This is an optimization exercise on Yosys and OpenROAD, whose aim is small area, a short achievable clock period and few clock cycles per item, not a production implementation. The RTL was checked by simulation tests, not by an equivalence proof against the original design. Power and IR drop assume default switching activity.

==> run.sh <==
#!/bin/bash
# synth_recipe.tcl (not shown) runs the flow's synth.tcl, then flattens the netlist and writes it again
# the make line also repeats each setting of config.mk as NAME=value (left out here)
make -C /OpenROAD-flow-scripts/flow DESIGN_CONFIG=/design/flow/config.mk WORK_HOME=/design/flow/orfs CLKGATE_MAP_FILE= SYNTH_SCRIPT=/design/flow/synth_recipe.tcl finish
==> constraint.sdc <==
create_clock -name core_clock -period 5.0 [get_ports {i_clk}]
set_input_delay 1.0000 -clock core_clock [delete_from_list [all_inputs] [get_ports {i_clk}]]
set_output_delay 1.0000 -clock core_clock [all_outputs]
set_load 0.01 [all_outputs]
==> design.v <==
package ostb_pkg;
    localparam int TIMER_COUNT_DEF = 16;
    localparam int PERIOD_BITS_DEF = 16;
    localparam int CMD_BITS    = 3;
    localparam int INDEX_BITS  = 4;
    localparam int PERIOD_W    = 16;
    localparam int MASK_BITS   = 16;
    localparam int PRESC_BITS  = 8;
    localparam logic [PRESC_BITS-1:0] PRESCALE_RESET = 8'd100;
    typedef enum logic [CMD_BITS-1:0] {
        CMD_TICK       = 3'd0,
        CMD_CONFIGURE  = 3'd1,
        CMD_START      = 3'd2,
        CMD_STOP       = 3'd3,
        CMD_DEINIT     = 3'd4,
        CMD_CLEAR_FLAG = 3'd5,
        CMD_QUERY      = 3'd6,
        CMD_DEINIT_ALL = 3'd7
    } t_cmd;
    typedef enum logic [2:0] {
        S_IDLE,
        S_EXEC,
        S_START_WR,
        S_PASS,
        S_FINISH
    } t_state;
    typedef struct packed {
        logic active;    
        logic expired;   
    } t_step;
endpackage
module ostb_ram #(
    parameter int WIDTH = 16,
    parameter int DEPTH = 16,
    localparam int AW   = (DEPTH > 1) ? $clog2(DEPTH) : 1
) (
    input  logic             i_clk,
    input  logic             i_we,
    input  logic [AW-1:0]    i_waddr,
    input  logic [WIDTH-1:0] i_wdata,
    input  logic [AW-1:0]    i_raddr,
    output logic [WIDTH-1:0] o_rdata
);
    logic [WIDTH-1:0] r_mem [DEPTH];
    logic [WIDTH-1:0] r_rdata;
    always_ff @(posedge i_clk) begin
        if (i_we) begin
            r_mem[i_waddr] <= i_wdata;
        end
        r_rdata <= r_mem[i_raddr];
    end
    assign o_rdata = r_rdata;
endmodule
module ostb_step #(
    parameter int PERIOD_BITS = 16
) (
    input  logic [PERIOD_BITS-1:0] i_period,
    input  logic [PERIOD_BITS-1:0] i_remaining,
    output logic [PERIOD_BITS-1:0] o_remaining,
    output ostb_pkg::t_step        o_res
);
    always_comb begin
        o_res.active  = (i_period != '0) && (i_remaining != '0);
        o_remaining   = i_remaining - PERIOD_BITS'(1);
        o_res.expired = o_res.active && (o_remaining == '0);
    end
endmodule
module one_shot_timer_bank #(
    parameter int TIMER_COUNT = ostb_pkg::TIMER_COUNT_DEF,
    parameter int PERIOD_BITS = ostb_pkg::PERIOD_BITS_DEF
) (
    input  logic                            i_clk,
    input  logic                            i_rst_n,
    input  logic                            i_cfg_we,
    input  logic [ostb_pkg::PRESC_BITS-1:0] i_cfg_wdata,
    input  logic                            i_cmd_valid,
    output logic                            o_cmd_ready,
    input  logic [ostb_pkg::CMD_BITS-1:0]   i_cmd,
    input  logic [ostb_pkg::INDEX_BITS-1:0] i_cmd_index,
    input  logic [ostb_pkg::PERIOD_W-1:0]   i_cmd_period,
    input  logic                            i_cmd_cben,
    output logic                            o_res_valid,
    input  logic                            i_res_ready,
    output logic                            o_res_pass_done,
    output logic [ostb_pkg::MASK_BITS-1:0]  o_res_expired_mask,
    output logic [ostb_pkg::MASK_BITS-1:0]  o_res_fire_mask,
    output logic                            o_res_elapsed
);
    localparam int NT = 16;
    localparam int PB = 16;
    localparam logic [2:0] CMD_TICK       = 3'd0;
    localparam logic [2:0] CMD_CONFIGURE  = 3'd1;
    localparam logic [2:0] CMD_START      = 3'd2;
    localparam logic [2:0] CMD_STOP       = 3'd3;
    localparam logic [2:0] CMD_DEINIT     = 3'd4;
    localparam logic [2:0] CMD_CLEAR_FLAG = 3'd5;
    localparam logic [2:0] CMD_QUERY      = 3'd6;
    localparam logic [2:0] CMD_DEINIT_ALL = 3'd7;
    logic          r_rdy;
    logic [7:0]    r_limit;
    logic [7:0]    r_presc;
    logic          r_pn;        
    logic          n_pn;
    logic [PB-1:0] r_p [NT];
    logic [PB-1:0] r_r [NT];
    logic [NT-1:0] r_pnz;       
    logic [NT-1:0] r_rnz;       
    logic [NT-1:0] r_flag;
    logic [NT-1:0] r_cben;
    logic          r_ov, r_sv;
    logic          r_o_pass, r_o_el;
    logic [NT-1:0] r_o_exp, r_o_fire;
    logic          r_s_pass, r_s_el;
    logic [NT-1:0] r_s_exp;
    logic          acc;
    logic          c_tick, c_cfg, c_start, c_stop, c_deinit, c_clr, c_dall, c_keep;
    logic          pass;
    logic [NT-1:0] sel;
    logic [NT-1:0] active, last, expd, dec;
    logic [PB-1:0] zlo [NT];
    logic [NT-1:0] n_flag, n_pnz, n_rnz;
    logic          elapsed;
    logic          out_free, n_ov, n_sv;
    function automatic logic [PB-1:0] zeros_below(input logic [PB-1:0] v);
        logic [PB-1:0] z;
        z[0] = 1'b1;
        for (int k = 1; k < PB; k++) z[k] = z[k-1] & !v[k-1];
        zeros_below = z;
    endfunction
    assign acc = i_cmd_valid & r_rdy;
    always_comb begin
        c_tick   = acc && (i_cmd == CMD_TICK);
        c_cfg    = acc && (i_cmd == CMD_CONFIGURE);
        c_start  = acc && (i_cmd == CMD_START);
        c_stop   = acc && (i_cmd == CMD_STOP);
        c_deinit = acc && (i_cmd == CMD_DEINIT);
        c_clr    = acc && (i_cmd == CMD_CLEAR_FLAG);
        c_dall   = acc && (i_cmd == CMD_DEINIT_ALL);
        c_keep   = (i_cmd == CMD_TICK) || (i_cmd == CMD_START) ||
                   (i_cmd == CMD_STOP) || (i_cmd == CMD_QUERY);
        pass     = c_tick & r_pn;
        sel      = NT'(1) << i_cmd_index;
    end
    always_comb begin
        for (int t = 0; t < NT; t++) begin
            active[t] = r_pnz[t] & r_rnz[t];
            last[t]   = active[t] & (r_r[t] == PB'(1));
            expd[t]   = pass & last[t];
            zlo[t]    = zeros_below(r_r[t]);
            dec[t]    = pass & active[t];
            n_flag[t] = r_flag[t] | expd[t];
            n_pnz[t]  = r_pnz[t];
            n_rnz[t]  = r_rnz[t] & !expd[t];
            if (sel[t] & c_cfg) begin
                n_pnz[t]  = (i_cmd_period != '0);
                n_flag[t] = 1'b0;
            end
            if (sel[t] & c_start) n_rnz[t] = r_pnz[t];
            if (sel[t] & c_stop)  n_rnz[t] = 1'b0;
            if ((sel[t] & c_deinit) | c_dall) begin
                n_pnz[t]  = 1'b0;
                n_rnz[t]  = 1'b0;
                n_flag[t] = 1'b0;
            end
            if (sel[t] & c_clr) n_flag[t] = 1'b0;
        end
        elapsed = c_keep & (r_flag[i_cmd_index] | (pass & last[i_cmd_index]));
    end
    always_ff @(posedge i_clk) begin
        for (int t = 0; t < NT; t++) begin
            if (sel[t] & c_cfg) begin
                r_p[t]    <= i_cmd_period;
                r_cben[t] <= i_cmd_cben;
            end
            r_r[t] <= (sel[t] & c_start) ? r_p[t] : r_r[t] ^ ({PB{dec[t]}} & zlo[t]);
        end
    end
    always_comb begin
        out_free = !r_ov | i_res_ready;
        n_ov = r_ov;
        n_sv = r_sv;
        if (out_free) begin
            n_ov = r_sv | acc;
            n_sv = r_sv & acc;
        end else if (acc) begin
            n_sv = 1'b1;
        end
    end
    always_ff @(posedge i_clk) begin
        if (out_free) begin
            if (r_sv) begin
                r_o_pass <= r_s_pass;
                r_o_exp  <= r_s_exp;
                r_o_fire <= r_s_exp & r_cben;
                r_o_el   <= r_s_el;
            end else begin
                r_o_pass <= pass;
                r_o_exp  <= expd;
                r_o_fire <= expd & r_cben;
                r_o_el   <= elapsed;
            end
        end
        if (acc & !out_free) begin
            r_s_pass <= pass;
            r_s_exp  <= expd;
            r_s_el   <= elapsed;
        end
    end
    always_comb begin
        if (i_cfg_we)    n_pn = ({1'b0, r_presc} + 9'd1 >= {1'b0, i_cfg_wdata});
        else if (pass)   n_pn = (8'd1 >= r_limit);
        else if (c_tick) n_pn = ({1'b0, r_presc} + 9'd2 >= {1'b0, r_limit});
        else             n_pn = r_pn;
    end
    always_ff @(posedge i_clk) begin
        if (!i_rst_n) begin
            r_rdy   <= 1'b1;
            r_ov    <= 1'b0;
            r_sv    <= 1'b0;
            r_limit <= 8'd100;
            r_presc <= '0;
            r_pn    <= 1'b0;
            r_pnz   <= '0;
            r_rnz   <= '0;
            r_flag  <= '0;
        end else begin
            r_ov    <= n_ov;
            r_sv    <= n_sv;
            r_rdy   <= !(n_ov & n_sv);
            r_pnz   <= n_pnz;
            r_rnz   <= n_rnz;
            r_flag  <= n_flag;
            r_pn    <= n_pn;
            if (i_cfg_we) begin
                r_limit <= i_cfg_wdata;
            end
            if (c_tick) begin
                r_presc <= pass ? 8'd0 : r_presc + 8'd1;
            end
        end
    end
    assign o_cmd_ready        = r_rdy;
    assign o_res_valid        = r_ov;
    assign o_res_pass_done    = r_o_pass;
    assign o_res_expired_mask = r_o_exp;
    assign o_res_fire_mask    = r_o_fire;
    assign o_res_elapsed      = r_o_el;
endmodule
==> config.mk <==
export PLATFORM = sky130hd
export DESIGN_NAME = one_shot_timer_bank
export DESIGN_NICKNAME = one_shot_timer_bank
export VERILOG_FILES = /design/flow/design.v
export SDC_FILE = /design/flow/constraint.sdc
export NUM_CORES = 4
export LEC_CHECK = 0
export ABC_AREA = 1
export CAP_MARGIN = 20
export CORE_MARGIN = 2
export CORE_UTILIZATION = 40
export CTS_CLUSTER_DIAMETER = 80
export CTS_CLUSTER_SIZE = 24
export PLACE_DENSITY = 0.6
export SETUP_SLACK_MARGIN = 2.8
export SLEW_MARGIN = 20
==> results.tsv, run 1 <==
metric	value	unit
fin_worst_skew	22.29	ps
layout.nets	3161	
cts.path.max_buffers	3	
crit_arrival	2700	ps
cpPeakStageDelay	220	ps
drv_cap	0	
final.setup.tns	0	ps
rrSetupSlack	2840	ps
ys_ff_latch	648	
core_area	66100	µm²
min-delay-start	r_p[0][15]	
async_flop_share	0	%
synthFlopType	edfxtp_1	
io_pins	73	
rows	94	
syn_inst	2870	
fin_crit_sh	44.83	%
crit_path_frequent_cell	nor2_4	
grt_pass1_wl	109.6	mm
root_buffer	clkbuf_16	
hpwlAfterDp	43.81	mm
synth_top_cell_area_share	36.27	%
path_buf_inv	4	
crit_fanout	5	
antenna_found_initial	2	
grt_pass1_vias	19520	
htreeDepth	2	
r2r-end	r_r[2][15]	
synthesis.nets	2941	
yosysWarnings	4	
ff2ff_path_depth	12	
setup_ws	2759	ps
cts_sinks	648	
cp-end-kind	register	
syn2layout_area_growth	19.80	%
postLayoutCellArea	32130	µm²
drt_first_pass_iters	6	
synth_top_area_cell	edfxtp_1	
critPathTopFamily	simple AND/OR/NAND/NOR gates	
cpMaxStageDelayCell	or2_1	
drive_gt1_share	16.17	%
rsz0062_at_grt	true	
die_w	263.0	µm
drcViolationCount	0	
grt_max_degree	35	
final-setup-viol-count	0	
clock_latency	580	ps
fmax	446.2	MHz
fillers	6075	
port-buffer-count	72	
report.final.hold_viol_count	0	
yosys-top-cells-area	edfxtp_1, dfxtp_1, nand2_1, nor2_1, a31oi_1	
numCtsBuffers	35	
die_y	263.0	µm
route.vias.total	20930	
crit_chain	buf_12, nor2_4, nand3_4, inv_8, nand2_8, buf_12, nor2_4, nand3_4, nor2_4, inv_2, or2_1, nand2_1, a31oi_1	
globalplace.congestion	0.8876	
wl	71.83	mm
ant_nets	0	
worstHoldPathType	register to register	
slew_violations	0	
r2r-start	r_pn	
worst_pin_slew	905.5	ps
initial_utilization	40.58	%
wl_per_cell	18.04	µm
startpoint_type	input pin	
overflow	0	
min_path_cells	2	
crit_required	5460	ps
yosysSeqAreaShare	60.46	%
syn_avg_cell_area	9.346	µm²
p_leak	12.48	nW
avgViaCountPerCell	5.256	
dpl_cell_area	29120	µm²
total_power	10.52	mW
power_density	327.3	nW/µm²
ys_types	51	
fin_crit	2241	ps
outcome	timing/DRC/antenna clean	
relSlewSlack	39.00	%
syn-cell-area	26820	µm²
die_area	69140	µm²
cts_tree	yes	
clk_pin_slew	100	ps
place_ws	1187	ps
fin_util	48.61	%
worstSetupPathType	input pin to register	
first_iter_violations	1736	
hold_end	r_r[0][15]	
grt_util_all_layers	20.23	%
synth_edf_count	324	
ir_worst_vdd	0.0002210	V
==> power breakdown <==
part / total [mW] / switching, mW / internal, mW
clock network: 3.28 / 1.77 / 1.51
logic: 1.17 / 0.741 / 0.425
registers: 6.07 / 0.203 / 5.87
==> state kept, by name, indices dropped and copies added (netlist names) <==
name / count
r_o_el: 1
r_r: 256
r_limit: 8
r_p: 256
r_o_fire: 16
r_ov: 1
r_flag: 16
r_pn: 1
r_presc: 8
r_s_el: 1
r_pnz: 16
r_cben: 16
r_s_exp: 16
r_o_exp: 16
r_rnz: 16
r_sv: 1
r_rdy: 1
r_s_pass: 1
r_o_pass: 1
==> worst register-to-register path: cells and delay by family, from the launching register on <==
| family | cells | cell delay (ps) |
|---|---|---|
| buffers and inverters | 3 | 330 |
| flip-flops | 1 | 640 |
| AND/OR/NAND/NOR | 9 | 1100 |
==> cell usage in the layout (no fill, tap or decap), types with 9 or more instances in the layout <==
cell type and instances:
buf_6 14, clkdlybuf4s50_1 19, inv_4 9, buf_12 35, nor3_1 43, nand2_4 11, nor4_1 9, inv_2 28
nor3_4 12, nand3_1 115, buf_4 127, nor2_1 432, xnor2_1 17, nand2_2 20, or2_4 11, nand2_1 482
dfxtp_1 320, a21boi_0 16, clkbuf_16 37, or2_1 18, o211ai_1 13, nor2_4 63, buf_2 37, edfxtp_1 324
or2_2 9, ha_1 34, o21ai_0 80, xor2_1 18, inv_1 258, nor2_2 24, a31oi_1 201, clkbuf_1 15
a21oi_1 108, nand4_1 44, nand3_4 10
==> metrics by stage <==
step                hold WS [ps]  std cells
global route               473.3       3980
finish                     448.0       3982
CTS                        446.7       3908
detailed placement         425.5       3770
global placement           423.1       3770
floorplan                  419.0       2870
==> layout make-up <==
type | instances | area (µm²) | share of cell area, %
multi-input cells | 1855 | 10140 | 31.55
well taps | 864 | 1081 | 3.364
diodes | 2 | 5.005 | 0.01558
repair buffers | 244 | 2317 | 7.212
flip-flops and latches | 648 | 16220 | 50.49
clock buffers | 55 | 1023 | 3.185
inverters | 306 | 1244 | 3.871
clock inverters | 8 | 100.1 | 0.3115
==> metal layers <==
metal  vias to the layer above  GRT usage (%)  share of wire (%)
met5                         -              0              0.018
met4                         2          6.471                2.5
met3                       111          3.027                6.0
met2                       566          32.78                 46
met1                     10040          27.91                 45
li1                      10210              -                  -
==> worst max-delay path by stage <==
stage,from,end,slack [ps],cells past startpoint
5_1_grt,r_r[4][0],r_o_el,2660,14
4_1_cts,i_cmd[1],r_r[8][7],2770,13
2_1_floorplan,i_cmd_valid,r_r[2][15],2510,14
3_5_place_dp,i_cmd_index[0],r_rnz[9],1190,10
6_report,i_cmd[1],r_r[8][11],2760,13
3_3_place_gp,i_cmd_index[0],r_rnz[9],1260,10
==> synth_stat cells, types with 17 or more instances <==
master    instances
nand2_1         508
nor2_1          481
dfxtp_1         324
edfxtp_1        324
inv_1           286
a31oi_1         202
nand3_1         126
a21oi_1         108
o21ai_0          82
nor3_1           56
clkbuf_1         44
nand4_1          44
ha_1             34
nor2_2           23
inv_2            18
or2_2            18
xor2_1           18
or2_1            17
xnor2_1          17
==> what timing repair did <==
item                                    4_1_cts  5_1_grt
pin swaps                                    53       57
endpoints found under the setup margin      664      143
setup buffers                                72       72
hold buffers                                  0        0
gates cloned                                  3        0
gates resized for setup                     234      125
==> cell families after synthesis <==
logic type | Yosys count | synth area share [%]
adder cells (fa/ha/maj) | 34 | 1.586
buffers and inverters | 370 | 5.318
AO/OA/AOI/OAI | 443 | 9.652
flip-flops | 648 | 60.46
AND/OR/NAND/NOR | 1340 | 21.85
XOR/XNOR | 35 | 1.143
Testbench counts, summed over its fixed seeds: cycles 4,808, items 4,800.
==> run 2, diff against run 1 <==
--- a/config.mk
+++ b/config.mk
@@ -9,8 +9,8 @@
 export CAP_MARGIN = 20
 export CORE_MARGIN = 2
-export CORE_UTILIZATION = 40
+export CORE_UTILIZATION = 55
 export CTS_CLUSTER_DIAMETER = 80
 export CTS_CLUSTER_SIZE = 24
-export PLACE_DENSITY = 0.6
+export PLACE_DENSITY = 0.75
 export SETUP_SLACK_MARGIN = 2.8
 export SLEW_MARGIN = 20
==> results.tsv, run 2 <==
metric	value	unit
final-setup-viol-count	0	
io_pins	73	
fillers	3704	
rows	80	
htreeDepth	2	
die_y	224.8	µm
cp-end-kind	register	
port-buffer-count	72	
synth_common_cells	nand2_1, nor2_1, dfxtp_1, edfxtp_1, inv_1	
die_w	224.8	µm
startpoint_type	input pin	
drv_cap	0	
drt_first_pass_iters	6	
avgViaCountPerCell	5.688	
clk_pin_slew	90	ps
grt_util_all_layers	26.95	%
relSlewSlack	57.18	%
p_leak	12.16	nW
yosys-top-cells-area	edfxtp_1, dfxtp_1, nand2_1, nor2_1, a31oi_1	
cts.path.max_buffers	3	
synth_top_cell_area_share	36.27	%
reg_top3	r_p x256, r_r x256	
report.final.hold_viol_count	0	
worstSetupPathType	input pin to register	
syn_avg_cell_area	9.346	µm²
crit_arrival	2790	ps
syn2layout_area_growth	16.61	%
ys_types	51	
drcViolationCount	0	
numCtsBuffers	34	
drive_gt1_share	15.31	%
route.vias.total	20960	
crit_required	5490	ps
grt_pass1_vias	19650	
worstHoldPathType	register to register	
root_buffer	clkbuf_16	
die_area	50550	µm²
synth_top_area_cell	edfxtp_1	
yosysSeqAreaShare	60.46	%
fmax	434.6	MHz
initial_utilization	55.94	%
cts_tree	yes	
wl_per_cell	18.82	µm
syn-cell-area	26820	µm²
synth_edf_count	324	
fin_crit	2301	ps
synthFlopType	edfxtp_1	
syn_inst	2870	
rsz0062_at_grt	true	
ys_ff_latch	648	
grt_pass1_wl	104.4	mm
clock_latency	580	ps
globalplace.congestion	0.8834	
final_common_cell	nand2_1	
crit_fanout	4	
final.setup.tns	0	ps
power_density	328.6	nW/µm²
grt_max_degree	35	
outcome	timing/DRC/antenna clean	
yosysMostFrequentCell	nand2_1	
total_power	10.28	mW
yosysWarnings	4	
final_cell_mix	nand2_1, nor2_1, edfxtp_1	
cts_sinks	648	
first_iter_violations	1964	
overflow	0	
hpwlAfterDp	42.56	mm
core_area	47950	µm²
slew_violations	0	
antennaDiodeCount	0	
synthesis.nets	2941	
ant_nets	0	
ir_worst_vdd	0.0003281	V
worst_pin_slew	642.2	ps
layout.nets	3116	
antenna_found_initial	6	
fin_worst_skew	27.11	ps
wl	69.35	mm
async_flop_share	0	%
fin_crit_sh	46.02	%
run 2: worst paths after layout:
| kind | from | endpoint | slack, ps | depth (start not counted) |
|---|---|---|---|---|
| worst max-delay path | i_cmd[1] | r_r[2][15] | 2700 | 14 |
| worst min-delay path | r_p[3][15] | r_r[3][15] | 450 | 2 |
| worst max register to register | r_pn | r_r[2][15] | 2780 | 12 |
| worst min register to register | r_p[3][15] | r_r[3][15] | 450 | 2 |
run 2: through the flow:
step | hold WS [ps] | cell area [µm²] | std cells | setup WS (ps) | util [%]
final | 450.0 | 31280 | 3685 | 2699 | 65.23
after global routing | 476.9 | 31280 | 3685 | 2636 | 65.23
after CTS | 452.8 | 30440 | 3633 | 2782 | 63.49
after detailed placement | 429.1 | 28800 | 3520 | 1236 | 60.06
after global placement | 426.0 | 28800 | 3520 | 1328 | 60.06
after floorplan | 419.0 | 27530 | 2870 | 2506 | -
run 2: final cells by class:
class | count | area (µm²) | share of cell area [%]
timing repair buffer | 200 | 1857 | 5.936
clock buffer | 54 | 947.2 | 3.028
sequential | 648 | 16220 | 51.86
clock inverter | 7 | 66.31 | 0.2120
tap | 615 | 769.5 | 2.460
multi-input combinational | 1855 | 10180 | 32.54
inverter | 306 | 1237 | 3.956
run 2: routing by layer:
layer	global-route usage [%]	wire (µm)	vias up
li1	-	-	10070
met2	43.55	32210	768
met1	35.39	28260	9930
met4	13.93	3750	2
met3	4.089	5118	185
met5	0	13	-
run 2: report_power, final:
group          internal [mW]  total, mW  switching [mW]  leakage, nW
sequential              5.87       6.08           0.210         5.67
combinational          0.402       1.15           0.748         6.01
clock                   1.34       3.05            1.71        0.484
total                   7.61       10.3            2.67         12.2
run 2: cells by family (layout without fill, tap and decap cells):
family | count (synthesis) | in the layout | share of synthesized area [%]
buf+inv | 370 | 567 | 5.318
compound gates | 443 | 443 | 9.652
xor+xnor | 35 | 35 | 1.143
flops | 648 | 648 | 60.46
fa+ha+maj | 34 | 34 | 1.586
simple gates | 1340 | 1343 | 21.85
run 2: what timing repair did:
item | CTS | global route
setup endpoints to repair | 684 | 269
cloned | 3 | 0
resized for setup | 202 | 127
hold buffers | 0 | 0
buffers inserted | 49 | 52
pin swaps | 40 | 62
run 2: worst max-delay path, cell delays in order:
cell,delay (ps)
buf_8,100
nor2_4,130
nand3_4,170
nor2_8,210
buf_12,160
nand2_8,60
clkinv_4,60
nand2_2,50
or2_4,270
nor2_4,90
nand4_2,100
or2_0,250
nand3_1,70
nand2_1,50
==> run 3, diff against run 2 <==
--- a/config.mk
+++ b/config.mk
@@ -9,8 +9,9 @@
 export CAP_MARGIN = 20
 export CORE_MARGIN = 2
-export CORE_UTILIZATION = 55
-export CTS_CLUSTER_DIAMETER = 80
-export CTS_CLUSTER_SIZE = 24
-export PLACE_DENSITY = 0.75
+export CORE_UTILIZATION = 40
+export CTS_CLUSTER_DIAMETER = 100
+export CTS_CLUSTER_SIZE = 30
+export PLACE_DENSITY = 0.6
 export SETUP_SLACK_MARGIN = 2.8
 export SLEW_MARGIN = 20
+export TNS_END_PERCENT = 20
==> results.tsv, run 3 <==
metric	value	unit
outcome	timing/DRC/antenna clean	
postLayoutCellArea	31300	µm²
initial_utilization	40.58	%
fillers	6165	
synth_common_cells	nand2_1, nor2_1, dfxtp_1, edfxtp_1, inv_1	
first_iter_violations	1705	
total_power	10.12	mW
drt-met1-wl	32.86	mm
cts_sinks	648	
crit_fanout	1	
clock_latency	620	ps
clk_pin_slew	110	ps
numCtsBuffers	28	
crit_start	r_o_fire[13]	
wl	70.32	mm
root_buffer	clkbuf_16	
wl_met2	31.22	mm
met3WireLength	4.654	mm
wl_per_cell	17.92	µm
ys_types	51	
worst_pin_slew	1062	ps
min-delay-start	r_p[13][15]	
hpwlAfterDp	44.51	mm
syn_avg_cell_area	9.346	µm²
p_leak	12.04	nW
grt_util_all_layers	19.70	%
power_frac_clock	28.9	%
die_w	263.0	µm
cts_tree	yes	
avgViaCountPerCell	5.211	
core_area	66100	µm²
final-setup-viol-count	0	
crit_required	4000	ps
p_switching	2.646	mW
drv_cap	0	
crit_chain	clkdlybuf4s15_2	
cpPeakStageDelay	460	ps
die_y	263.0	µm
yosysSeqAreaShare	60.46	%
layout.nets	3108	
async_flop_share	0	%
io_pins	73	
worstHoldPathType	register to register	
grt_max_degree	35	
relSlewSlack	29.15	%
critPathTopFamily	flip-flops	
fin_crit	2321	ps
routed.top_layer	met5	
drcViolationCount	0	
final_cell_mix	nand2_1, nor2_1, edfxtp_1	
fin_worst_skew	32.05	ps
yosysWarnings	4	
grt_pass1_vias	19210	
fmax	430.8	MHz
p_sw_share	26.14	%
ys_ff_latch	648	
pwr-share-seq	59.9	%
antenna_found_initial	10	
synthFlopType	edfxtp_1	
drt_first_pass_iters	6	
rows	94	
worstSetupPathType	register to primary output	
route.vias.total	20450	
ant_nets	0	
startpoint_type	register	
yosysMostFrequentCell	nand2_1	
synth_top_cell_area_share	36.27	%
synth_edf_count	324	
cp-end-kind	primary output	
r2r-start	r_rdy	
power_frac_comb	11.2	%
reg_top3	r_p x256, r_r x256	
synthesis.nets	2941	
final_common_cell	nand2_1	
seqCellArea	16220	µm²
fin_crit_sh	46.43	%
port-buffer-count	72	
yosys-top-cells-area	edfxtp_1, dfxtp_1, nand2_1, nor2_1, a31oi_1	
htreeDepth	1	
rsz0062_at_grt	true	
synth_top_area_cell	edfxtp_1	
p_int	7.476	mW
crit_arrival	1320	ps
cpMaxStageDelayCell	edfxtp_1	
grt_pass1_wl	107.0	mm
syn-cell-area	26820	µm²
slew_violations	0	
globalplace.congestion	0.8771	
report.final.hold_viol_count	0	
drive_gt1_share	12.91	%
multiInputGateArea	9912	µm²
path_buf_inv	1	
power_density	323.4	nW/µm²
syn_inst	2870	
overflow	0	
ir_worst_vdd	0.0002513	V
cts.path.max_buffers	3	
dpl_cell_area	28870	µm²
final.setup.tns	0	ps
syn2layout_area_growth	16.70	%
die_area	69140	µm²
-- run 3: final cells by class --
| class | count | share of cell area (%) |
|---|---|---|
| Inverter | 306 | 3.957 |
| Clock buffer | 41 | 2.630 |
| Multi-Input combinational cell | 1854 | 31.67 |
| Tap cell | 864 | 3.454 |
| Timing Repair Buffer | 199 | 6.084 |
| Antenna cell | 1 | 0.007995 |
| Sequential cell | 648 | 51.82 |
| Clock inverter | 11 | 0.3757 |
-- run 3: repair_timing --
action                     CTS  global route
pin swaps                   39            49
gates cloned                 3             0
setup buffers               56            36
gates resized for setup    140           116
hold buffers                 0             0
setup endpoints to repair  693           393
-- run 3: path summary, 6_finish.rpt --
| kind | to | slack, ps | cells past startpoint |
|---|---|---|---|
| hold reg to reg | r_r[13][15] | 450 | 2 |
| hold / removal | r_r[13][15] | 450 | 2 |
| setup reg to reg | r_r[2][15] | 2750 | 16 |
| setup / recovery | o_res_fire_mask[13] | 2680 | 1 |
-- run 3: metrics by stage --
stage	worst slack [ps]	hold WS, ps	std cells	util [%]
floorplan	2491	419.0	2870	-
global placement	999.1	426.3	3776	43.68
detailed placement	937.5	429.3	3776	43.68
CTS	2652	456.1	3887	46.46
global route	2647	467.3	3923	47.35
finish	2679	451.9	3924	47.36
-- run 3: routing by layer --
layer	GRT usage [%]	up-vias
met3	3.298	89
met5	0	-
li1	-	10060
met4	4.448	6
met2	31.18	551
met1	28.29	9743
-- run 3: kinds of logic (layout without fill, tap and decap cells) --
logic type,Yosys count,after routing,share of synthesized area (%)
AO/OA/AOI/OAI,443,443,9.652
other,0,1,0
adder cells (fa/ha/maj),34,34,1.586
buffers and inverters,370,557,5.318
AND/OR/NAND/NOR,1340,1342,21.85
XOR/XNOR,35,35,1.143
flip-flops,648,648,60.46
-- run 3: power groups by stage --
stage / sequential [mW] / combinational (mW) / clock, mW
2_1_floorplan: 6.14 / 0.728 / 0
3_3_place_gp: 6.17 / 1.04 / 0
3_5_place_dp: 6.17 / 1.07 / 0
4_1_cts: 6.06 / 1.10 / 3.02
5_1_grt: 6.11 / 1.28 / 3.19
6_report: 6.07 / 1.13 / 2.92
-- run 3: tightest hold or removal path, cell delays in order (launching register included) --
cell      delay [ps]
edfxtp_1         340
nand2_1           50
nand2_1           50
==> run 4, diff against run 3 <==
--- a/config.mk
+++ b/config.mk
@@ -13,5 +13,5 @@
 export CTS_CLUSTER_SIZE = 30
 export PLACE_DENSITY = 0.6
-export SETUP_SLACK_MARGIN = 2.8
+export SETUP_SLACK_MARGIN = 3.0
 export SLEW_MARGIN = 20
 export TNS_END_PERCENT = 20
==> results.tsv, run 4 <==
metric	value	unit
worst_pin_slew	946.8	ps
first_iter_violations	1603	
fin_cells	4001	
drive_gt1_share	18.30	%
reg_top3	r_p x256, r_r x256	
synth_top_cell_area_share	36.27	%
outcome	timing/DRC/antenna clean	
synthFlopType	edfxtp_1	
worstSetupPathType	register to primary output	
cp-end-kind	primary output	
fin_crit_sh	44.31	%
fillers	6007	
p_leak	12.55	nW
worstHoldPathType	register to register	
path_buf_inv	1	
core_area	66100	µm²
root_buffer	clkbuf_16	
cts_sinks	648	
critPathTopFamily	flip-flops	
syn-cell-area	26820	µm²
slew_violations	0	
cts.path.max_buffers	3	
avgViaCountPerCell	5.278	
ys_ff_latch	648	
overflow	0	
p_sw_share	26.62	%
drv_cap	0	
grt_util_all_layers	20.31	%
final_common_cell	nand2_1	
drt_first_pass_iters	5	
ir_worst_vdd	0.0002445	V
initial_utilization	40.58	%
synth_common_cells	nand2_1, nor2_1, dfxtp_1, edfxtp_1, inv_1	
power_frac_clock	27.6	%
synth_edf_count	324	
fin_crit	2215	ps
power_density	310.9	nW/µm²
die_w	263.0	µm
rsz0062_at_grt	true	
final.setup.tns	0	ps
yosysWarnings	4	
cts_tree	yes	
fin_util	49.11	%
report.final.hold_viol_count	0	
clk_pin_slew	120	ps
total_power	10.09	mW
grt_pass1_vias	20130	
route.vias.total	21120	
io_pins	73	
fin_worst_skew	33.84	ps
wl	73.80	mm
grt_max_degree	35	
hpwlAfterDp	43.51	mm
relSlewSlack	36.81	%
grt_pass1_wl	111.1	mm
die_y	263.0	µm
antenna_found_initial	3	
yosysMostFrequentCell	nand2_1	
power_frac_comb	12.2	%
pwr-share-seq	60.2	%
async_flop_share	0	%
globalplace.congestion	0.9213	
hold-worst-slack	453.7	ps
yosysSeqAreaShare	60.46	%
cpMaxStageDelayCell	edfxtp_1	
startpoint_type	register	
numCtsBuffers	27	
syn2layout_area_growth	21.02	%
htreeDepth	1	
crit_required	4000	ps
port-buffer-count	72	
synthesis.nets	2941	
synth_top_area_cell	edfxtp_1	
ant_nets	0	
fmax	451.4	MHz
p_int	7.407	mW
crit_arrival	1220	ps
syn_inst	2870	
layout.nets	3182	
die_area	69140	µm²
crit_chain	buf_2	
final-setup-viol-count	0	
final_cell_mix	nand2_1, nor2_1, edfxtp_1	
rows	94	
clock_latency	630	ps
yosys-top-cells-area	edfxtp_1, dfxtp_1, nand2_1, nor2_1, a31oi_1	
crit_fanout	1	
p_switching	2.687	mW
syn_avg_cell_area	9.346	µm²
cpPeakStageDelay	430	ps
ys_types	51	
dp_cells	3775	
drcViolationCount	0	
wl_per_cell	18.44	µm
==> run 4: cell counts after synthesis <==
Identical to the previous run, type by type.
==> run 4: power groups by stage <==
stage,Sequential (mW),Clock [mW],Combinational [mW]
finish,6.08,2.79,1.23
global route,6.11,3.02,1.37
CTS,6.06,2.86,1.13
detailed placement,6.17,0,1.08
global placement,6.16,0,1.05
floorplan,6.14,0,0.731
==> run 4: stage by stage <==
step	setup WS, ps	area (µm²)
finish	2785	32460
global route	2730	32450
CTS	2728	31350
detailed placement	938.7	28890
global placement	1062	28890
floorplan	2491	27180
==> run 4: cell type report <==
type,instances,area [µm²],share of cell area (%)
Multi-Input combinational cell,1854,10300,31.72
Clock inverter,10,91.34,0.2814
Antenna cell,5,12.51,0.03855
Timing Repair Buffer,273,2751,8.476
Inverter,306,1241,3.824
Tap cell,864,1081,3.330
Clock buffer,40,745.7,2.297
Sequential cell,648,16230,50.01
Timing Repair inverter,1,6.256,0.01927
==> run 4: final timing paths <==
| kind | end | slack (ps) | start | depth (start not counted) |
|---|---|---|---|---|
| worst max register to register | r_o_fire[11] | 2900 | r_pn | 7 |
| worst max-delay path | o_res_fire_mask[15] | 2780 | r_o_fire[15] | 1 |
| worst min-delay path | r_r[10][1] | 450 | r_p[10][1] | 2 |
| worst min register to register | r_r[10][1] | 450 | r_p[10][1] | 2 |
==> run 4: logic make-up (layout without fill, tap and decap cells) <==
group | count (synthesis) | after routing | share of synthesized area, %
adder cells (fa/ha/maj) | 34 | 34 | 1.586
AND/OR/NAND/NOR | 1340 | 1342 | 21.85
XOR/XNOR | 35 | 35 | 1.143
other | 0 | 5 | 0
flip-flops | 648 | 648 | 60.46
buffers and inverters | 370 | 630 | 5.318
AO/OA/AOI/OAI | 443 | 443 | 9.652
==> run 4: metal layers <==
layer / up-vias / global-route usage (%) / wire (µm)
met3: 118 / 2.483 / 4522
met1: 10150 / 28.25 / 33080
li1: 10230 / - / -
met2: 615 / 33.58 / 34090
met4: 2 / 5.421 / 2097
met5: - / 0 / 13
==> run 4: timing repair <==
action	CTS	global route
pin swaps	85	47
endpoints found under the setup margin	693	567
resized for setup	308	196
buffers inserted	113	49
hold buffers	0	0
endpoints found under the hold margin	0	0
gates cloned	4	5
==> run 5, diff against run 4 <==
--- a/config.mk
+++ b/config.mk
@@ -12,6 +12,6 @@
 export CTS_CLUSTER_DIAMETER = 100
 export CTS_CLUSTER_SIZE = 30
+export GPL_ROUTABILITY_DRIVEN = 0
 export PLACE_DENSITY = 0.6
-export SETUP_SLACK_MARGIN = 3.0
+export SETUP_SLACK_MARGIN = 2.8
 export SLEW_MARGIN = 20
-export TNS_END_PERCENT = 20
==> results.tsv, run 5 <==
metric	value	unit
power_density	319.4	nW/µm²
ff2ff_path_depth	15	
die_w	263.0	µm
cts.path.max_buffers	3	
hold_end	r_r[0][15]	
final.setup.tns	0	ps
fin_crit_sh	44.36	%
fin_worst_skew	24.01	ps
grt_util_all_layers	19.92	%
syn_inst	2870	
port-buffer-count	72	
die_y	263.0	µm
syn-cell-area	26820	µm²
io_pins	73	
route.vias.total	20540	
slew_violations	0	
clock_latency	620	ps
die_area	69140	µm²
rows	94	
fin_crit	2218	ps
syn2layout_area_growth	17.35	%
overflow	0	
min_path_cells	2	
layout.nets	3113	
yosysMostFrequentCell	nand2_1	
yosys-top-cells-area	edfxtp_1, dfxtp_1, nand2_1, nor2_1, a31oi_1	
final_common_cell	nand2_1	
numCtsBuffers	27	
synth_common_cells	nand2_1, nor2_1, dfxtp_1, edfxtp_1, inv_1	
rsz0062_at_grt	true	
setup_ws	2782	ps
synth_top_cell_area_share	36.27	%
drive_gt1_share	14.59	%
ant_nets	0	
cp-end-kind	register	
first_iter_violations	1717	
grt_pass1_wl	108.6	mm
htreeDepth	1	
synth_top_area_cell	edfxtp_1	
startpoint_type	input pin	
outcome	timing/DRC/antenna clean	
final-setup-viol-count	0	
rrSetupSlack	2830	ps
avgViaCountPerCell	5.223	
async_flop_share	0	%
holdBufCountCts	0	
initial_utilization	40.58	%
wl_per_cell	17.97	µm
hpwlAfterDp	43.81	mm
grt_pass1_vias	19380	
synthFlopType	edfxtp_1	
relSlewSlack	39.23	%
fmax	450.8	MHz
yosysSeqAreaShare	60.46	%
cts_sinks	648	
report.final.hold_viol_count	0	
worstHoldPathType	register to register	
r2r-start	r_rdy	
crit_required	5530	ps
place_ws	1187	ps
wl	70.64	mm
crit_fanout	5	
reg_top3	r_p x256, r_r x256	
ys_ff_latch	648	
worst_pin_slew	902.1	ps
synthesis.nets	2941	
worstSetupPathType	input pin to register	
ir_worst_vdd	0.0002702	V
drt_first_pass_iters	5	
syn_avg_cell_area	9.346	µm²
root_buffer	clkbuf_16	
core_area	66100	µm²
final_cell_mix	nand2_1, nor2_1, edfxtp_1	
synth_edf_count	324	
cts_tree	yes	
drcViolationCount	0	
grt_max_degree	35	
p_leak	12.13	nW
antenna_found_initial	5	
crit_arrival	2750	ps
min-delay-start	r_p[0][15]	
drv_cap	0	
clk_pin_slew	110	ps
r2r-end	r_r[2][15]	
yosysWarnings	4	
ys_types	51	
[run 5: cell type report]
type                    instances  area [µm²]
diodes                          5       12.51
clock inverters                10       120.1
clock buffers                  40       734.5
well taps                     864        1081
inverters                     306        1251
fillers                      6145       34620
flip-flops and latches        648       16220
repair buffers                204        1922
multi-input cells            1855       10130
[run 5: timing repair]
item,in CTS,in global routing
endpoints found under the hold margin,0,0
cloned,3,1
endpoints found under the setup margin,662,132
resized for setup,225,112
pin swaps,40,43
buffers inserted,53,50
[run 5: where the power goes]
part | switching (mW) | internal [mW]
combinational | 0.746 | 0.419
clock | 1.70 | 1.12
sequential | 0.201 | 5.87
[run 5: stage by stage]
| stage | utilization [%] | instances | hold slack, ps | area (µm²) | total power, mW |
|---|---|---|---|---|---|
| after floorplan | - | 2870 | 419.0 | 27530 | 6.893 |
| after global placement | 44.04 | 3770 | 423.1 | 29110 | 7.226 |
| after detailed placement | 44.05 | 3770 | 425.5 | 29120 | 7.273 |
| after CTS | 46.36 | 3876 | 453.6 | 30640 | 10.07 |
| after global routing | 47.61 | 3928 | 481.0 | 31470 | 10.49 |
| final | 47.62 | 3932 | 451.9 | 31480 | 10.05 |
[run 5: routing by layer]
metal  part of all wire [%]  track usage [%]  vias to the layer above
met3                    6.1            2.717                      115
met4                    2.9            6.023                        4
li1                       -                -                    10090
met2                     46            32.23                      561
met5                  0.038                0                        -
met1                     45            27.81                     9766
[run 5: critical path: stages]
cell,delay [ps]
buf_12,110
nor2_4,120
nand3_4,170
nor2_8,190
buf_12,150
nand2_8,60
inv_8,60
nand2_4,30
or2_4,270
nor2_4,120
nand4_4,90
or2_1,260
nand3_2,60
nand2_1,50
[run 5: kinds of logic after synthesis]
group	synth area share, %
compound gates	9.652
xor+xnor	1.143
fa+ha+maj	1.586
buf+inv	5.318
flops	60.46
simple gates	21.85
[run 5: worst max path at each step]
stage                     cells after the start                     end      startpoint  slack, ps
after floorplan                              14              r_r[2][15]     i_cmd_valid       2510
after global placement                       10                r_rnz[9]  i_cmd_index[0]       1260
after detailed placement                     10                r_rnz[9]  i_cmd_index[0]       1190
after CTS                                     1  o_res_expired_mask[15]     r_o_exp[15]       2750
after global routing                         15              r_r[2][15]           r_rdy       2720
final                                        14              r_r[2][15]        i_cmd[0]       2780
==> run 6, diff against run 5 <==
--- a/config.mk
+++ b/config.mk
@@ -12,5 +12,4 @@
 export CTS_CLUSTER_DIAMETER = 100
 export CTS_CLUSTER_SIZE = 30
-export GPL_ROUTABILITY_DRIVEN = 0
 export PLACE_DENSITY = 0.6
 export SETUP_SLACK_MARGIN = 2.8
==> results.tsv, run 6 <==
metric	value	unit
grt_pass1_vias	19380	
wl_per_cell	17.97	µm
report.final.hold_viol_count	0	
worstSetupPathType	input pin to register	
syn_avg_cell_area	9.346	µm²
initial_utilization	40.58	%
synth_common_cells	nand2_1, nor2_1, dfxtp_1, edfxtp_1, inv_1	
routed.top_layer	met5	
wl	70.64	mm
grt_max_degree	35	
crit_arrival	2750	ps
io_pins	73	
met3WireLength	4.297	mm
port-buffer-count	72	
syn_inst	2870	
synthesis.nets	2941	
synthFlopType	edfxtp_1	
postLayoutCellArea	31480	µm²
root_buffer	clkbuf_16	
r2r-start	r_rdy	
grt_pass1_wl	108.6	mm
drv_cap	0	
synth_edf_count	324	
syn-cell-area	26820	µm²
cts_sinks	648	
place_ws	1187	ps
first_iter_violations	1717	
p_leak	12.13	nW
final.setup.tns	0	ps
drive_gt1_share	14.59	%
syn2layout_area_growth	17.35	%
crit_fanout	5	
yosysMostFrequentCell	nand2_1	
wl_met2	32.52	mm
crit_required	5530	ps
ff2ff_path_depth	15	
synth_top_area_cell	edfxtp_1	
reg_top3	r_p x256, r_r x256	
relSlewSlack	39.23	%
synth_top_cell_area_share	36.27	%
dpl_cell_area	29120	µm²
globalplace.congestion	0.8876	
die_y	263.0	µm
ys_types	51	
setup_ws	2782	ps
htreeDepth	1	
drcViolationCount	0	
min-delay-start	r_p[0][15]	
final_cell_mix	nand2_1, nor2_1, edfxtp_1	
clk_pin_slew	110	ps
avgViaCountPerCell	5.223	
async_flop_share	0	%
die_area	69140	µm²
yosysWarnings	4	
cts_tree	yes	
final_common_cell	nand2_1	
holdBufCountCts	0	
hold_end	r_r[0][15]	
cts.path.max_buffers	3	
core_area	66100	µm²
grt_util_all_layers	19.92	%
min_path_cells	2	
fillers	6145	
ir_worst_vdd	0.0002702	V
outcome	timing/DRC/antenna clean	
r2r-end	r_r[2][15]	
ant_nets	0	
ys_ff_latch	648	
worst_pin_slew	902.1	ps
yosysSeqAreaShare	60.46	%
worstHoldPathType	register to register	
slew_violations	0	
drt-met1-wl	31.74	mm
rrSetupSlack	2830	ps
antenna_found_initial	5	
hpwlAfterDp	43.81	mm
rows	94	
fin_worst_skew	24.01	ps
route.vias.total	20540	
cp-end-kind	register	
fin_crit	2218	ps
layout.nets	3113	
final-setup-viol-count	0	
die_w	263.0	µm
overflow	0	
startpoint_type	input pin	
clock_latency	620	ps
fin_crit_sh	44.36	%
rsz0062_at_grt	true	
numCtsBuffers	27	
power_density	319.4	nW/µm²
yosys-top-cells-area	edfxtp_1, dfxtp_1, nand2_1, nor2_1, a31oi_1	
drt_first_pass_iters	5	
fmax	450.8	MHz
## run 6: cell counts after synthesis
Identical to the previous run, type by type.
## run 6: final cells by class
| cell class | instances | area, µm² | area share [%] |
|---|---|---|---|
| multi-input cells | 1855 | 10130 | 32.19 |
| repair buffers | 204 | 1922 | 6.106 |
| clock inverters | 10 | 120.1 | 0.3816 |
| flip-flops and latches | 648 | 16220 | 51.54 |
| well taps | 864 | 1081 | 3.434 |
| diodes | 5 | 12.51 | 0.03975 |
| inverters | 306 | 1251 | 3.975 |
| clock buffers | 40 | 734.5 | 2.333 |
## run 6: metal layers
metal  vias up  global-route usage (%)
met5         -                       0
met4         4                   6.023
met3       115                   2.717
met2       561                   32.23
met1      9766                   27.81
li1      10090                       -
## run 6: cell families after synthesis
kind of cell | share of synthesized area [%]
flops | 60.46
simple gates | 21.85
buf+inv | 5.318
fa+ha+maj | 1.586
xor+xnor | 1.143
compound gates | 9.652
## run 6: metrics by stage
stage | hold slack [ps] | power, mW | util (%) | std cells
after floorplan | 419.0 | 6.893 | - | 2870
after global placement | 423.1 | 7.226 | 44.04 | 3770
after detailed placement | 425.5 | 7.273 | 44.05 | 3770
after CTS | 453.6 | 10.07 | 46.36 | 3876
after global routing | 481.0 | 10.49 | 47.61 | 3928
final | 451.9 | 10.05 | 47.62 | 3932
## run 6: timing repair
action                     4_1_cts  5_1_grt
cloned                           3        1
pin swaps                       40       43
setup endpoints to repair      662      132
gates resized for setup        225      112
setup buffers                   53       50
## run 6: worst max-delay path by stage
stage | start | to | depth (start not counted)
global placement | i_cmd_index[0] | r_rnz[9] | 10
finish | i_cmd[0] | r_r[2][15] | 14
global route | r_rdy | r_r[2][15] | 15
CTS | r_o_exp[15] | o_res_expired_mask[15] | 1
detailed placement | i_cmd_index[0] | r_rnz[9] | 10
floorplan | i_cmd_valid | r_r[2][15] | 14
## run 6: power breakdown
group | leakage, nW | switching, mW | internal (mW)
Clock | 0.413 | 1.70 | 1.12
Combinational | 6.04 | 0.746 | 0.419
Sequential | 5.67 | 0.201 | 5.87
## run 6: worst max-delay path: stages
cell,delay (ps)
buf_12,110
nor2_4,120
nand3_4,170
nor2_8,190
buf_12,150
nand2_8,60
inv_8,60
nand2_4,30
or2_4,270
nor2_4,120
nand4_4,90
or2_1,260
nand3_2,60
nand2_1,50
==> run 7, diff against run 6 <==
--- a/config.mk
+++ b/config.mk
@@ -13,4 +13,4 @@
 export CTS_CLUSTER_SIZE = 30
 export PLACE_DENSITY = 0.6
-export SETUP_SLACK_MARGIN = 2.8
+export SETUP_SLACK_MARGIN = 2.7
 export SLEW_MARGIN = 20
==> results.tsv, run 7 <==
metric	value	unit
outcome	timing/DRC/antenna clean	
fin_crit	2297	ps
clock_latency	620	ps
syn_avg_cell_area	9.346	µm²
holdBufCountCts	0	
antenna_found_initial	6	
crit_arrival	1300	ps
initial_utilization	40.58	%
crit_required	4000	ps
slew_violations	0	
grt_util_all_layers	19.91	%
wl	70.98	mm
grt_max_degree	35	
ff2ff_path_depth	15	
io_pins	73	
ant_nets	0	
final_common_cell	nand2_1	
final-setup-viol-count	0	
relSlewSlack	27.30	%
die_area	69140	µm²
fillers	6218	
async_flop_share	0	%
final_cell_mix	nand2_1, nor2_1, edfxtp_1	
cpMaxStageDelayCell	edfxtp_1	
cts.path.max_buffers	3	
port-buffer-count	72	
cts_sinks	648	
critPathTopFamily	flip-flops	
root_buffer	clkbuf_16	
grt_pass1_wl	107.6	mm
core_area	66100	µm²
synthFlopType	edfxtp_1	
rrSetupSlack	2840	ps
fin_crit_sh	45.94	%
hpwlAfterDp	43.57	mm
report.final.hold_viol_count	0	
cts_tree	yes	
die_y	263.0	µm
ir_worst_vdd	0.0002895	V
rsz0062_at_grt	true	
r2r-start	r_rdy	
die_w	263.0	µm
startpoint_type	register	
syn2layout_area_growth	15.63	%
yosys-top-cells-area	edfxtp_1, dfxtp_1, nand2_1, nor2_1, a31oi_1	
synth_edf_count	324	
avgViaCountPerCell	5.246	
crit_chain	buf_2	
worstHoldPathType	register to register	
layout.nets	3091	
fin_cells	3908	
syn_inst	2870	
reg_top3	r_p x256, r_r x256	
synth_common_cells	nand2_1, nor2_1, dfxtp_1, edfxtp_1, inv_1	
yosysSeqAreaShare	60.46	%
crit_fanout	1	
ys_types	51	
p_leak	11.89	nW
synth_top_cell_area_share	36.27	%
route.vias.total	20500	
yosysMostFrequentCell	nand2_1	
drive_gt1_share	11.97	%
r2r-end	r_r[2][15]	
wl_per_cell	18.16	µm
ys_ff_latch	648	
cp-end-kind	primary output	
synthesis.nets	2941	
globalplace.congestion	0.8882	
fmax	435.4	MHz
rows	94	
worst_pin_slew	1089	ps
min-delay-start	r_p[0][0]	
cpPeakStageDelay	490	ps
power_density	322.5	nW/µm²
fin_util	46.92	%
drt_first_pass_iters	7	
grt_pass1_vias	19420	
clk_pin_slew	120	ps
yosysWarnings	4	
worstSetupPathType	register to primary output	
drv_cap	0	
dp_cells	3768	
drcViolationCount	0	
hold_end	r_r[0][0]	
path_buf_inv	1	
min_path_cells	2	
numCtsBuffers	27	
first_iter_violations	2052	
htreeDepth	1	
fin_worst_skew	24.04	ps
syn-cell-area	26820	µm²
overflow	0	
synth_top_area_cell	edfxtp_1	
final.setup.tns	0	ps
==> run 7: cell families (layout without fill, tap and decap cells) <==
group,after synthesis,after routing,share of synthesized area (%)
xor gates and xnor gates,35,35,1.143
adders and majority gates,34,34,1.586
DFF,648,648,60.46
AOI/OAI and AO/OA,443,443,9.652
buffers and inverters,370,539,5.318
and+or+nand+nor,1340,1342,21.85
other,0,3,0
==> run 7: worst register-to-register path: cells and delay by family (launching register included) <==
kind,cells,cell delay [ps]
simple gates,11,1250
flops,1,400
buf+inv,4,430
==> run 7: per-stage QoR <==
stage | area [µm²] | total power [mW] | hold WS (ps) | setup slack (ps)
3_5_place_dp | 29000 | 7.271 | 429.7 | 1109
6_report | 31010 | 10.00 | 439.1 | 2703
4_1_cts | 30670 | 10.04 | 444.6 | 2673
2_1_floorplan | 27340 | 6.881 | 419.0 | 2507
5_1_grt | 31010 | 10.44 | 472.9 | 2629
3_3_place_gp | 29000 | 7.230 | 423.3 | 1160
==> run 7: area by class of cell <==
type	count	area, µm²	share of cell area, %
Timing Repair inverter	1	8.758	0.02824
Antenna cell	3	7.507	0.02421
Sequential cell	648	16220	52.30
Tap cell	864	1081	3.486
Multi-Input combinational cell	1854	9872	31.83
Clock buffer	40	724.4	2.336
Clock inverter	10	125.1	0.4034
Timing Repair Buffer	182	1754	5.656
Inverter	306	1220	3.933
==> run 7: layer usage <==
metal / track usage (%) / wire (µm) / vias up
met5: 0 / 14 / -
met3: 2.783 / 4563 / 112
met1: 28.00 / 32540 / 9768
met4: 6.085 / 1944 / 2
met2: 31.93 / 31920 / 586
li1: - / - / 10030
==> run 7: power breakdown <==
group	switching, mW	internal, mW
Clock	1.69	1.11
Combinational	0.727	0.408
Sequential	0.200	5.87
==> run 7: worst max path at each step <==
stage | startpoint | to | slack (ps) | cells past startpoint
after CTS | r_o_fire[10] | o_res_fire_mask[10] | 2670 | 1
after detailed placement | i_cmd_valid | r_r[4][11] | 1110 | 15
final | r_o_fire[10] | o_res_fire_mask[10] | 2700 | 1
after global placement | i_cmd_valid | r_r[4][11] | 1160 | 15
after floorplan | i_cmd_valid | r_r[2][15] | 2510 | 14
after global routing | r_r[4][7] | r_o_el | 2630 | 13
==> run 7: what timing repair did <==
action                     CTS  global route
hold endpoints to repair     0             0
setup endpoints to repair  666           371
pin swaps                   39            18
resized for setup          149            64
cloned                       2             1
setup buffers               61            23
==> run 8, diff against run 7 <==
--- a/config.mk
+++ b/config.mk
@@ -13,4 +13,4 @@
 export CTS_CLUSTER_SIZE = 30
 export PLACE_DENSITY = 0.6
-export SETUP_SLACK_MARGIN = 2.7
+export SETUP_SLACK_MARGIN = 2.9
 export SLEW_MARGIN = 20
==> results.tsv, run 8 <==
metric	value	unit
outcome	timing/DRC/antenna clean	
die_area	69140	µm²
ant_nets	0	
synthesis.nets	2941	
crit_required	4000	ps
initial_utilization	40.58	%
route.vias.total	20770	
syn2layout_area_growth	19.90	%
syn_avg_cell_area	9.346	µm²
syn-cell-area	26820	µm²
crit_arrival	1200	ps
die_w	263.0	µm
root_buffer	clkbuf_16	
clock_latency	630	ps
p_switching	2.647	mW
p_int	7.404	mW
r2r-end	r_r[2][15]	
hold_end	r_r[10][15]	
p_sw_share	26.34	%
met3WireLength	3.777	mm
rrSetupSlack	2870	ps
yosysSeqAreaShare	60.46	%
clk_pin_slew	120	ps
drt-met1-wl	32.86	mm
wl_per_cell	18.26	µm
postLayoutCellArea	32160	µm²
pwr-share-seq	60.5	%
path_buf_inv	1	
reg_top3	r_p x256, r_r x256	
ir_worst_vdd	0.0002152	V
grt_util_all_layers	20.11	%
cts_tree	yes	
ys_ff_latch	648	
cp-end-kind	primary output	
worstSetupPathType	register to primary output	
grt_pass1_wl	109.4	mm
final-setup-viol-count	0	
holdBufCountCts	0	
avgViaCountPerCell	5.243	
rows	94	
p_leak	12.34	nW
power_frac_comb	12.1	%
core_area	66100	µm²
synth_top_cell_area_share	36.27	%
drt_first_pass_iters	5	
dpl_cell_area	29170	µm²
fin_util	48.65	%
worstHoldPathType	register to register	
report.final.hold_viol_count	0	
final.setup.tns	0	ps
fin_worst_skew	26.79	ps
drive_gt1_share	17.91	%
ys_types	51	
antenna_found_initial	3	
synth_common_cells	nand2_1, nor2_1, dfxtp_1, edfxtp_1, inv_1	
cts_sinks	648	
wl_met2	33.86	mm
grt_max_degree	35	
yosysMostFrequentCell	nand2_1	
hpwlAfterDp	43.30	mm
critPathTopFamily	flip-flops	
crit_fanout	1	
fin_crit	2200	ps
layout.nets	3146	
globalplace.congestion	0.8808	
fin_crit_sh	44.01	%
htreeDepth	1	
final_common_cell	nand2_1	
ff2ff_path_depth	15	
synthFlopType	edfxtp_1	
yosys-top-cells-area	edfxtp_1, dfxtp_1, nand2_1, nor2_1, a31oi_1	
power_density	312.5	nW/µm²
io_pins	73	
power_frac_clock	27.4	%
cpMaxStageDelayCell	edfxtp_1	
relSlewSlack	32.14	%
cpPeakStageDelay	430	ps
drcViolationCount	0	
min-delay-start	r_p[10][15]	
synth_edf_count	324	
drv_cap	0	
overflow	0	
synth_top_area_cell	edfxtp_1	
rsz0062_at_grt	true	
cts.path.max_buffers	3	
port-buffer-count	72	
grt_pass1_vias	19590	
async_flop_share	0	%
fmax	454.5	MHz
fillers	6073	
worst_pin_slew	1017	ps
slew_violations	0	
startpoint_type	register	
routed.top_layer	met5	
r2r-start	r_rdy	
numCtsBuffers	26	
wl	72.31	mm
die_y	263.0	µm
final_cell_mix	nand2_1, nor2_1, edfxtp_1	
first_iter_violations	1875	
yosysWarnings	4	
crit_chain	buf_2	
syn_inst	2870	
min_path_cells	2	
[run 8: cell counts after synthesis]
No cell type changed its count.
[run 8: cell families after synthesis]
family                     synth area share (%)
AOI/OAI and AO/OA                         9.652
xor gates and xnor gates                  1.143
buffers and inverters                     5.318
DFF                                       60.46
adders and majority gates                 1.586
and+or+nand+nor                           21.85
[run 8: worst register-to-register path: stages (launching register included)]
cell	delay (ps)
dfxtp_4	360
buf_6	100
nand2_8	60
inv_8	60
nand3_4	160
nor2_8	210
buf_12	160
nand2_4	80
clkinv_4	50
nand2_2	40
or2_4	250
nor2_4	80
nand4_2	80
or2_0	220
nand3_1	70
nand2_1	50
[run 8: power groups by stage]
stage	logic [mW]	registers [mW]	clock network [mW]
floorplan	0.759	6.14	0
global placement	1.07	6.16	0
detailed placement	1.10	6.17	0
CTS	1.14	6.06	2.83
global route	1.36	6.12	2.98
finish	1.22	6.08	2.75
[run 8: per-layer routing]
| metal | vias to the layer above | global-route usage (%) |
|---|---|---|
| li1 | 10150 | - |
| met1 | 9998 | 27.84 |
| met2 | 508 | 32.99 |
| met3 | 108 | 2.586 |
| met4 | 2 | 5.992 |
| met5 | - | 0 |
[run 8: how the worst max path moves through the flow]
stage                             from                   to  slack (ps)  depth (start not counted)
final                     r_o_fire[13]  o_res_fire_mask[13]        2800                          1
after global routing          i_cmd[1]          r_r[15][13]        2760                         15
after CTS                 r_o_fire[13]  o_res_fire_mask[13]        2790                          1
after detailed placement      i_cmd[1]            r_rnz[12]        1180                          8
after global placement        i_cmd[1]            r_rnz[14]        1150                          8
after floorplan            i_cmd_valid           r_r[2][15]        2510                         14
[run 8: final cells by class]
class / count / area (µm²) / share of cell area, %
timing repair buffer: 238 / 2301 / 7.155
inverter: 306 / 1260 / 3.918
antenna: 4 / 10.01 / 0.03112
clock inverter: 5 / 46.29 / 0.1440
multi-input combinational: 1855 / 10460 / 32.53
tap: 864 / 1081 / 3.361
sequential: 648 / 16230 / 50.47
clock buffer: 41 / 769.5 / 2.393
[run 8: timing repair]
item                                    4_1_cts  5_1_grt
setup buffers                                79       58
gates cloned                                  4        2
pin swaps                                    64       83
endpoints found under the hold margin         0        0
endpoints found under the setup margin      674      185
resized for setup                           272      182
[run 8: per-stage QoR]
| stage | hold slack (ps) | instances | total power [mW] | setup slack, ps |
|---|---|---|---|---|
| 2_1_floorplan | 419.0 | 2870 | 6.899 | 2506 |
| 3_3_place_gp | 425.5 | 3768 | 7.235 | 1146 |
| 6_report | 455.4 | 3961 | 10.05 | 2800 |
| 5_1_grt | 480.6 | 3957 | 10.45 | 2763 |
| 3_5_place_dp | 433.4 | 3768 | 7.278 | 1179 |
| 4_1_cts | 460.1 | 3897 | 10.02 | 2790 |
==> run 9, diff against run 8 <==
--- a/config.mk
+++ b/config.mk
@@ -12,5 +12,5 @@
 export CTS_CLUSTER_DIAMETER = 100
 export CTS_CLUSTER_SIZE = 30
-export PLACE_DENSITY = 0.6
+export PLACE_DENSITY = 0.7
 export SETUP_SLACK_MARGIN = 2.9
 export SLEW_MARGIN = 20
==> results.tsv, run 9 <==
metric	value	unit
globalplace.congestion	0.8731	
initial_utilization	40.58	%
min-delay-start	r_p[7][2]	
grt_pass1_vias	19040	
ys_ff_latch	648	
synth_edf_count	324	
wl_per_cell	17.41	µm
synth_top_cell_area_share	36.27	%
cts_tree	yes	
relSlewSlack	50.09	%
syn_avg_cell_area	9.346	µm²
fin_crit	2239	ps
fin_crit_sh	44.77	%
yosysWarnings	4	
async_flop_share	0	%
antenna_found_initial	4	
cp-end-kind	primary output	
slew_violations	0	
first_iter_violations	1927	
drt_first_pass_iters	5	
rrSetupSlack	2810	ps
die_area	69140	µm²
ir_worst_vdd	0.0002485	V
report.final.hold_viol_count	0	
syn2layout_area_growth	18.77	%
place_ws	1191	ps
synthesis.nets	2941	
r2r-start	r_rdy	
final_common_cell	nand2_1	
syn-cell-area	26820	µm²
wl	68.60	mm
startpoint_type	register	
hpwlAfterDp	40.94	mm
grt_pass1_wl	105.3	mm
worstHoldPathType	register to register	
core_area	66100	µm²
clock_latency	650	ps
fmax	446.7	MHz
syn_inst	2870	
critPathTopFamily	flip-flops	
rows	94	
worstSetupPathType	register to primary output	
cpMaxStageDelayCell	edfxtp_1	
layout.nets	3129	
root_buffer	clkbuf_16	
fillers	6084	
crit_arrival	1240	ps
reg_top3	r_p x256, r_r x256	
synth_top_area_cell	edfxtp_1	
cpPeakStageDelay	450	ps
hold-worst-slack	455.5	ps
ff2ff_path_depth	15	
hold_end	r_r[7][2]	
yosysSeqAreaShare	60.46	%
yosys-top-cells-area	edfxtp_1, dfxtp_1, nand2_1, nor2_1, a31oi_1	
grt_max_degree	35	
min_path_cells	2	
numCtsBuffers	26	
route.vias.total	20710	
power_density	313.0	nW/µm²
p_leak	12.23	nW
synthFlopType	edfxtp_1	
path_buf_inv	1	
cts.path.max_buffers	3	
crit_fanout	1	
setup_ws	2761	ps
drive_gt1_share	16.81	%
htreeDepth	1	
synth_common_cells	nand2_1, nor2_1, dfxtp_1, edfxtp_1, inv_1	
ys_types	51	
cts_sinks	648	
final.setup.tns	0	ps
crit_chain	buf_2	
crit_required	4000	ps
drv_cap	0	
ant_nets	0	
avgViaCountPerCell	5.257	
final_cell_mix	nand2_1, nor2_1, edfxtp_1	
io_pins	73	
yosysMostFrequentCell	nand2_1	
worst_pin_slew	740.8	ps
grt_util_all_layers	19.18	%
r2r-end	r_r[2][15]	
rsz0062_at_grt	true	
overflow	0	
fin_worst_skew	45.71	ps
die_y	263.0	µm
port-buffer-count	72	
die_w	263.0	µm
final-setup-viol-count	0	
outcome	timing/DRC/antenna clean	
drcViolationCount	0	
clk_pin_slew	120	ps
-- run 9: per-stage QoR --
| stage | instance area [µm²] | instances | total power, mW | utilization [%] |
|---|---|---|---|---|
| after floorplan | 27720 | 2870 | 6.899 | - |
| after global placement | 29160 | 3767 | 7.232 | 44.11 |
| after detailed placement | 29160 | 3767 | 7.260 | 44.11 |
| after CTS | 30840 | 3889 | 9.915 | 46.66 |
| after global routing | 31850 | 3939 | 10.36 | 48.19 |
| final | 31860 | 3940 | 9.970 | 48.20 |
-- run 9: cell type report --
type / instances / area [µm²] / area share [%]
Sequential cell: 648 / 16230 / 50.94
Tap cell: 864 / 1081 / 3.393
Multi-Input combinational cell: 1855 / 10420 / 32.71
Clock buffer: 41 / 728.2 / 2.286
Clock inverter: 4 / 77.57 / 0.2435
Inverter: 306 / 1246 / 3.912
Timing Repair Buffer: 221 / 2072 / 6.504
Antenna cell: 1 / 2.502 / 0.007855
-- run 9: kinds of logic after synthesis --
group / synth area share (%)
flip-flops: 60.46
buffers and inverters: 5.318
XOR/XNOR: 1.143
adder cells (fa/ha/maj): 1.586
AO/OA/AOI/OAI: 9.652
AND/OR/NAND/NOR: 21.85
-- run 9: worst max-delay path by stage --
| stage | from | to | cells after the start |
|---|---|---|---|
| floorplan | i_cmd_valid | r_r[2][15] | 14 |
| global placement | i_cmd_index[2] | r_rnz[14] | 6 |
| detailed placement | i_cmd_index[2] | r_rnz[14] | 6 |
| CTS | r_o_fire[4] | o_res_fire_mask[4] | 1 |
| global route | i_cmd[2] | r_r[2][15] | 14 |
| finish | r_o_exp[7] | o_res_expired_mask[7] | 1 |
-- run 9: where the power goes --
| part | internal (mW) | switching, mW |
|---|---|---|
| clock network | 1.04 | 1.65 |
| logic | 0.437 | 0.760 |
| registers | 5.87 | 0.211 |
| total | 7.35 | 2.62 |
-- run 9: routing by layer --
layer | vias to the layer above | global-route usage [%] | wire, µm
met1 | 9828 | 27.57 | 31350
li1 | 10110 | - | -
met2 | 651 | 30.46 | 30730
met3 | 115 | 2.652 | 4637
met5 | - | 0 | 42
met4 | 6 | 5.035 | 1842
-- run 9: tightest hold or removal path, stage by stage (launching register included) --
cell	delay, ps
edfxtp_1	340
nand2_1	50
nand2_1	50
-- run 9: timing repair --
action,4_1_cts,5_1_grt
buffers inserted,73,50
gates cloned,4,0
gates resized for setup,237,156
pin swaps,50,45
endpoints found under the setup margin,693,192
hold buffers,0,0

[afterwards: timing with drivers on the ports]
The results above use ideal ports. As a check the final layouts listed here were re-extracted and re-timed, cells and wires unchanged. Step 1 sets driving cells, clkbuf_16 on the clock port and buf_2 on the other inputs (assumed; they add their load-dependent delay and slew). Step 2 adds t to the input delays and takes it off the output delays; t is the mean of the earliest and latest rising clock arrival at the registers after step 1. Input paths then give back, and output paths get back, about the clock's delay inside the block. a / b / c = no drivers / after step 1 / after step 2; a / b = the first two.
run | shift t [ns] | setup WS [ns] | hold slack, ns
run 1 | 0.634 | 2.759 / 2.765 / 2.134 | 0.448 / 0.448 / 0.448
run 2 | 0.623 | 2.699 / 2.679 / 2.056 | 0.450 / 0.450 / 0.450
run 3 | 0.666 | 2.679 / 2.621 / 2.009 | 0.452 / 0.452 / 0.452
run 4 | 0.671 | 2.785 / 2.727 / 2.163 | 0.454 / 0.454 / 0.454
run 5 | 0.672 | 2.782 / 2.730 / 2.120 | 0.452 / 0.452 / 0.452
run 6 | 0.672 | 2.782 / 2.730 / 2.120 | 0.452 / 0.452 / 0.452
run 7 | 0.673 | 2.703 / 2.643 / 2.068 | 0.439 / 0.439 / 0.439
run 8 | 0.681 | 2.800 / 2.733 / 2.181 | 0.455 / 0.455 / 0.455
run 9 | 0.690 | 2.761 / 2.694 / 2.105 | 0.456 / 0.456 / 0.456
After both steps every run listed still meets setup and hold. The setup slack of run 3, which loses most, moves by -0.058 ns with the drivers and by -0.670 ns with both steps.
